From an optimization exercise on the open Yosys and OpenROAD flow, aimed at small area, a short achievable clock period and few clock cycles per item; shortcuts taken in it are not production practice.
In this exercise RTL edits were held to simulation tests only and were not proved equivalent to the original.
The clock port is modelled as an ideal driver; clocking choices that lean on that would not hold on a real chip.

## run 1
==> flow/design.v <==
module chacha_block_engine #(
  parameter int ROUNDS       = 20,
  parameter int QR_PER_CYCLE = 4
) (
  input  logic         clk,
  input  logic         rst,
  input  logic         in_valid,
  output logic         in_ready,
  input  logic [255:0] key,
  input  logic [95:0]  nonce,
  input  logic [31:0]  counter,
  input  logic         next,
  output logic         ctr_wrap,
  output logic [511:0] ks,
  output logic         out_valid,
  input  logic         out_ready
);
  localparam int STEPS = 2 * ROUNDS;
  localparam int ST_W  = $clog2(STEPS + 1);
  localparam logic [ST_W-1:0] ST_LAST = STEPS;
  localparam logic [127:0] SIGMA = {32'h6b206574, 32'h79622d32, 32'h3320646e, 32'h61707865};
  function automatic logic [31:0] rotl(input logic [31:0] v, input int sh);
    rotl = (v << sh) | (v >> (32 - sh));
  endfunction
  function automatic logic [31:0] add32(input logic [31:0] a, input logic [31:0] b);
    logic [31:0] g, p, gg, pp, g2, p2;
    g = a & b; p = a ^ b; gg = g; pp = p;
    for (int l = 0; l < 5; l++) begin
      g2 = gg; p2 = pp;
      for (int i = 0; i < 32; i++) begin
        if ((i >> l) & 1) begin
          g2[i] = gg[i] | (pp[i] & gg[((i >> l) << l) - 1]);
          p2[i] = pp[i] & pp[((i >> l) << l) - 1];
        end
      end
      gg = g2; pp = p2;
    end
    add32 = p ^ {gg[30:0], 1'b0};
  endfunction
  function automatic logic [31:0] add32_bk(input logic [31:0] a, input logic [31:0] b);
    logic [31:0] g, p, gg, pp;
    g = a & b; p = a ^ b; gg = g; pp = p;
    for (int l = 0; l < 5; l++) begin
      for (int i = 0; i < 32; i++) begin
        if (((i + 1) % (2 << l)) == 0) begin
          gg[i] = gg[i] | (pp[i] & gg[i - (1 << l)]);
          pp[i] = pp[i] & pp[i - (1 << l)];
        end
      end
    end
    for (int l = 3; l >= 0; l--) begin
      for (int i = 0; i < 32; i++) begin
        if (((i + 1) % (2 << l)) == (1 << l) && i >= (2 << l)) begin
          gg[i] = gg[i] | (pp[i] & gg[i - (1 << l)]);
          pp[i] = pp[i] & pp[i - (1 << l)];
        end
      end
    end
    add32_bk = p ^ {gg[30:0], 1'b0};
  endfunction
  function automatic logic [127:0] half_qr(input logic [31:0] a_b_i, b_i, c_i, d_i,
                                           input int r1, input int r2);
    logic [31:0] a, b, c, d;
    a = a_b_i;            d = rotl(d_i ^ a, r1);
    c = add32_bk(c_i, d);    b = rotl(b_i ^ c, r2);
    half_qr = {d, c, b, a};
  endfunction
  logic [511:0]    x_q, y_q, x_d, y_d, init_s, h1_in;
  logic [255:0]    key_q;
  logic [95:0]     nonce_q;
  logic [31:0]     ctr_q, ctr_inc, ctr_start, xc_q, yc_q;
  logic [ST_W-1:0] xs_q, ys_q;
  logic            xv_q, yv_q, xd_q, xb_q, ld_q, primed_q, wrap_q;
  logic            x_busy, x_done, x_free, stall, start, start_next, start_blk;
  assign x_done  = xd_q;
  assign x_busy  = xb_q;
  assign x_free  = !xv_q || (x_done && out_ready);
  assign stall   = x_done && !out_ready;
  assign in_ready   = !ld_q && x_free && !(in_valid && yv_q);
  assign start      = in_ready && (in_valid || (next && primed_q));
  assign start_next = start && !in_valid;
  assign ctr_wrap   = wrap_q;
  assign start_blk = start_next || ld_q;        
  assign ctr_inc   = ctr_q + 32'd1;
  assign ctr_start = ld_q ? ctr_q : ctr_inc;
  assign init_s    = {nonce_q, ctr_start, key_q, SIGMA};
  assign h1_in     = x_busy ? x_q : init_s;
  always_comb begin
    logic [127:0] qr_out;
    logic [511:0] qo;
    logic [31:0]  ab_x, ab_init;
    for (int k = 0; k < 4; k++) begin
      ab_x    = add32_bk(x_q[32*k +: 32], x_q[32*(4+k) +: 32]);
      ab_init = add32_bk(SIGMA[32*k +: 32], key_q[32*k +: 32]);
      qr_out  = half_qr(x_busy ? ab_x : ab_init, h1_in[32*(4+k) +: 32],
                        h1_in[32*(8+k) +: 32], h1_in[32*(12+k) +: 32], 16, 12);
      for (int r = 0; r < 4; r++) y_d[32*(4*r+k) +: 32] = qr_out[32*r +: 32];
    end
    for (int k = 0; k < 4; k++) begin
      qr_out = half_qr(add32_bk(y_q[32*k +: 32], y_q[32*(4+k) +: 32]), y_q[32*(4+k) +: 32],
                       y_q[32*(8+k) +: 32], y_q[32*(12+k) +: 32], 8, 7);
      for (int r = 0; r < 4; r++) qo[32*(4*r+k) +: 32] = qr_out[32*r +: 32];
    end
    for (int r = 0; r < 4; r++)
      for (int j = 0; j < 4; j++)
        x_d[32*(4*r+j) +: 32] = qo[32*(4*r+((r-j+4)%4)) +: 32];
  end
  assign out_valid = x_done;
  always_ff @(posedge clk or posedge rst) begin
    if (rst) begin
      xv_q     <= 1'b0;
      yv_q     <= 1'b0;
      xd_q     <= 1'b0;
      xb_q     <= 1'b0;
      ld_q     <= 1'b0;
      primed_q <= 1'b0;
      wrap_q   <= 1'b0;
    end else begin
      ld_q <= start && in_valid;
      if (!stall) begin
        xv_q <= yv_q;
        xd_q <= yv_q && (ys_q == ST_LAST - 1'b1);
        xb_q <= yv_q && (ys_q != ST_LAST - 1'b1);
        yv_q <= start_blk || x_busy;
      end
      if (start) begin
        primed_q <= 1'b1;
        wrap_q   <= in_valid ? 1'b0 : (wrap_q | (ctr_q == 32'hFFFF_FFFF));
      end
    end
  end
  always_ff @(posedge clk) begin
    if (start) begin
      if (in_valid) begin
        key_q   <= key;
        nonce_q <= nonce;
        ctr_q   <= counter;
      end else begin
        ctr_q   <= ctr_inc;
      end
    end
    if (!stall) begin
      x_q  <= x_d;
      xs_q <= ys_q + 1'b1;
      xc_q <= yc_q;
      y_q  <= y_d;
      ys_q <= start_blk ? ST_W'(1) : xs_q + 1'b1;
      yc_q <= start_blk ? ctr_start : xc_q;
    end
  end
  always_comb begin
    logic [511:0] s;
    s = {nonce_q, xc_q, key_q, SIGMA};
    for (int i = 0; i < 16; i++) ks[32*i +: 32] = add32(x_q[32*i +: 32], s[32*i +: 32]);
  end
endmodule
export LEC_CHECK = 0
export ABC_AREA = 1
export CAP_MARGIN = 20
export CORE_MARGIN = 2
export CORE_UTILIZATION = 50
export GPL_ROUTABILITY_DRIVEN = 1
export PLACE_DENSITY = 0.65
export SETUP_SLACK_MARGIN = 5.0
export SLEW_MARGIN = 20
create_clock -name core_clock -period 13.5 [get_ports {clk}]
standard.sh (not shown) runs the stock make flow with config.mk's settings and CLKGATE_MAP_FILE= SYNTH_SCRIPT=/design/flow/synth_recipe.tcl, a recipe that flattens the netlist after the stock synthesis.
==> flow/flow/run.sh <==
#!/bin/bash
# The standard layout (standard.sh), with two changes:
#  - the ports are buffered with buf_1 cells instead of the resizer's default choice;
#  - timing repair after CTS and after global routing aims for a larger setup slack
#    (flow/margin.tcl, sourced by ORFS's PRE_CTS/PRE_GLOBAL_ROUTE hooks).
# The tools' output goes to standard.log (ORFS also keeps per-step logs under orfs/logs).
export BUFFER_PORTS_ARGS="-buffer_cell sky130_fd_sc_hd__buf_1"
export PRE_CTS_TCL="$(pwd)/flow/margin.tcl"
export PRE_GLOBAL_ROUTE_TCL="$(pwd)/flow/margin.tcl"
bash standard.sh > standard.log 2>&1
==> flow/flow/margin.tcl <==
# Timing repair after CTS and after global routing aims for this setup slack. The flow
# settings cap SETUP_SLACK_MARGIN at 5 ns; this design's paths are shorter than that.
set ::env(SETUP_SLACK_MARGIN) 7.5
Run 1: all stages complete, timing, DRC and antenna checks passed
Testbench counts of run 1, summed over its fixed seeds: cycles 10,312, items 512.
Modified inputs, run 2 compared to run 1
Settings: setting CTS_CLUSTER_DIAMETER to 60 for the first time; setting CTS_CLUSTER_SIZE to 30 for the first time.
### Flow results
- Setup slack is lower on run 1
- Going from run 1 to run 2, final hold slack increased by 6.9 ps relative to the old numbers, first-iteration DRC count now sits higher.
- Between run 1 and run 2, the difference in share of the core filled with cells in the final layout is negligible.
- Comparing run 1 and run 2, the lower clock period minus final worst setup slack was measured on run 2.
For run 3, these inputs were changed with respect to run 2:
Settings: changing CTS_CLUSTER_SIZE from 30 to 34; changing CTS_CLUSTER_DIAMETER from 60 to 70.
Results
Core utilization of the finished layout: run 3 < run 2
Summary of run 3 over run 2: cell area fell by about 1%.
Compared to run 2, run 3 shows a narrower setup margin.
Setup changes, run 3 to run 4
Settings: changing PLACE_DENSITY from 0.65 to 0.6; changing CORE_UTILIZATION from 50 to 45; removing CTS_CLUSTER_DIAMETER (formerly 70); removing CTS_CLUSTER_SIZE (formerly 34); changing CAP_MARGIN from 20 to 40; changing SLEW_MARGIN from 20 to 40.
## What came out
Summary of run 4 over run 3: area of the die has increased, clock buffer count in the final layout has increased.
From run 3 to run 4 the numbers moved as follows: tapcell count went up by about 12%; initial core utilization now sits lower.
Diff run 3 -> run 4: final cell count went up by 3.1%; count of endpoints failing hold in the final timing report ~0 delta; utilization of the core after routing shows a reduction of 4.7 points.
Setup changes, run 4 to run 5
Settings: an added CTS_CLUSTER_DIAMETER of 60; a change of CAP_MARGIN from 40 to 10; a change of SLEW_MARGIN from 40 to 10; a change of PLACE_DENSITY from 0.6 to 0.68; an added CTS_CLUSTER_SIZE of 30; a change of CORE_UTILIZATION from 45 to 52.
Findings:
- The number of standard cells in the final layout excluding fillers reported for run 5 is smaller than that of run 4 by 513.
- [run 5 vs run 4] number of cells traversed by the worst register-to-register path: lower in run 5
- Compared run 4 against run 5; final-layout non-clock buffer area share within noise.
- Y dimension of the die shrinks by a few percent when moving from run 4 to run 5.
- Share of the clock period used by the worst path after layout: run 5 and run 4 compared, lower one is run 4
- Run 5 reports a lower post-layout worst setup margin than run 4 does.
- Run 4 -> run 5: worst hold slack after final layout flat
- The die of run 5 is smaller than the one used in run 4.
- The run showing the smaller sum of buffers and inverters on the critical path is run 5.
- Fraction of the yosys area taken by sequential cells came out exactly the same in run 5 and run 4.
- Delta(sequential share of layout area, run 5 - run 4) > 0

==> port drivers added, routing unchanged <==
No port has a modelled driver above. Below, the same layouts with a new extraction and two added sets of constraints.
Step 1, drivers: a clkbuf_16 drives clk and a buf_2 each remaining input, both assumed.
Step 2 adds t to the input delays and takes it off the output delays; t is the mean of the earliest and latest rising clock arrival at the registers after step 1. Input paths then give back, and output paths get back, about the clock's delay inside the block.
Slacks: ideal / step 1 / step 2; pairs: ideal / step 1.
run | shift t [ns] | setup WS [ns] | worst setup path after step 2 | worst slew at a driven data input, ns | pins driven straight from the clock port
run 1 | 0.949 | 7.216 / 7.113 / 7.346 | input to register | 0.09 | 1
run 2 | 0.932 | 7.293 / 7.189 / 7.402 | input to register | 0.09 | 1
run 3 | 0.924 | 7.245 / 7.144 / 7.411 | input to register | 0.09 | 1
run 4 | 0.947 | 7.203 / 7.096 / 7.444 | input to output | 0.14 | 1
run 5 | 0.951 | 7.140 / 7.039 / 6.984 | input to register | 0.13 | 1
After both steps every run listed still meets setup and hold. For run 5, which loses most, drivers alone change the setup slack by -0.101 ns; drivers and shift together by -0.156 ns.
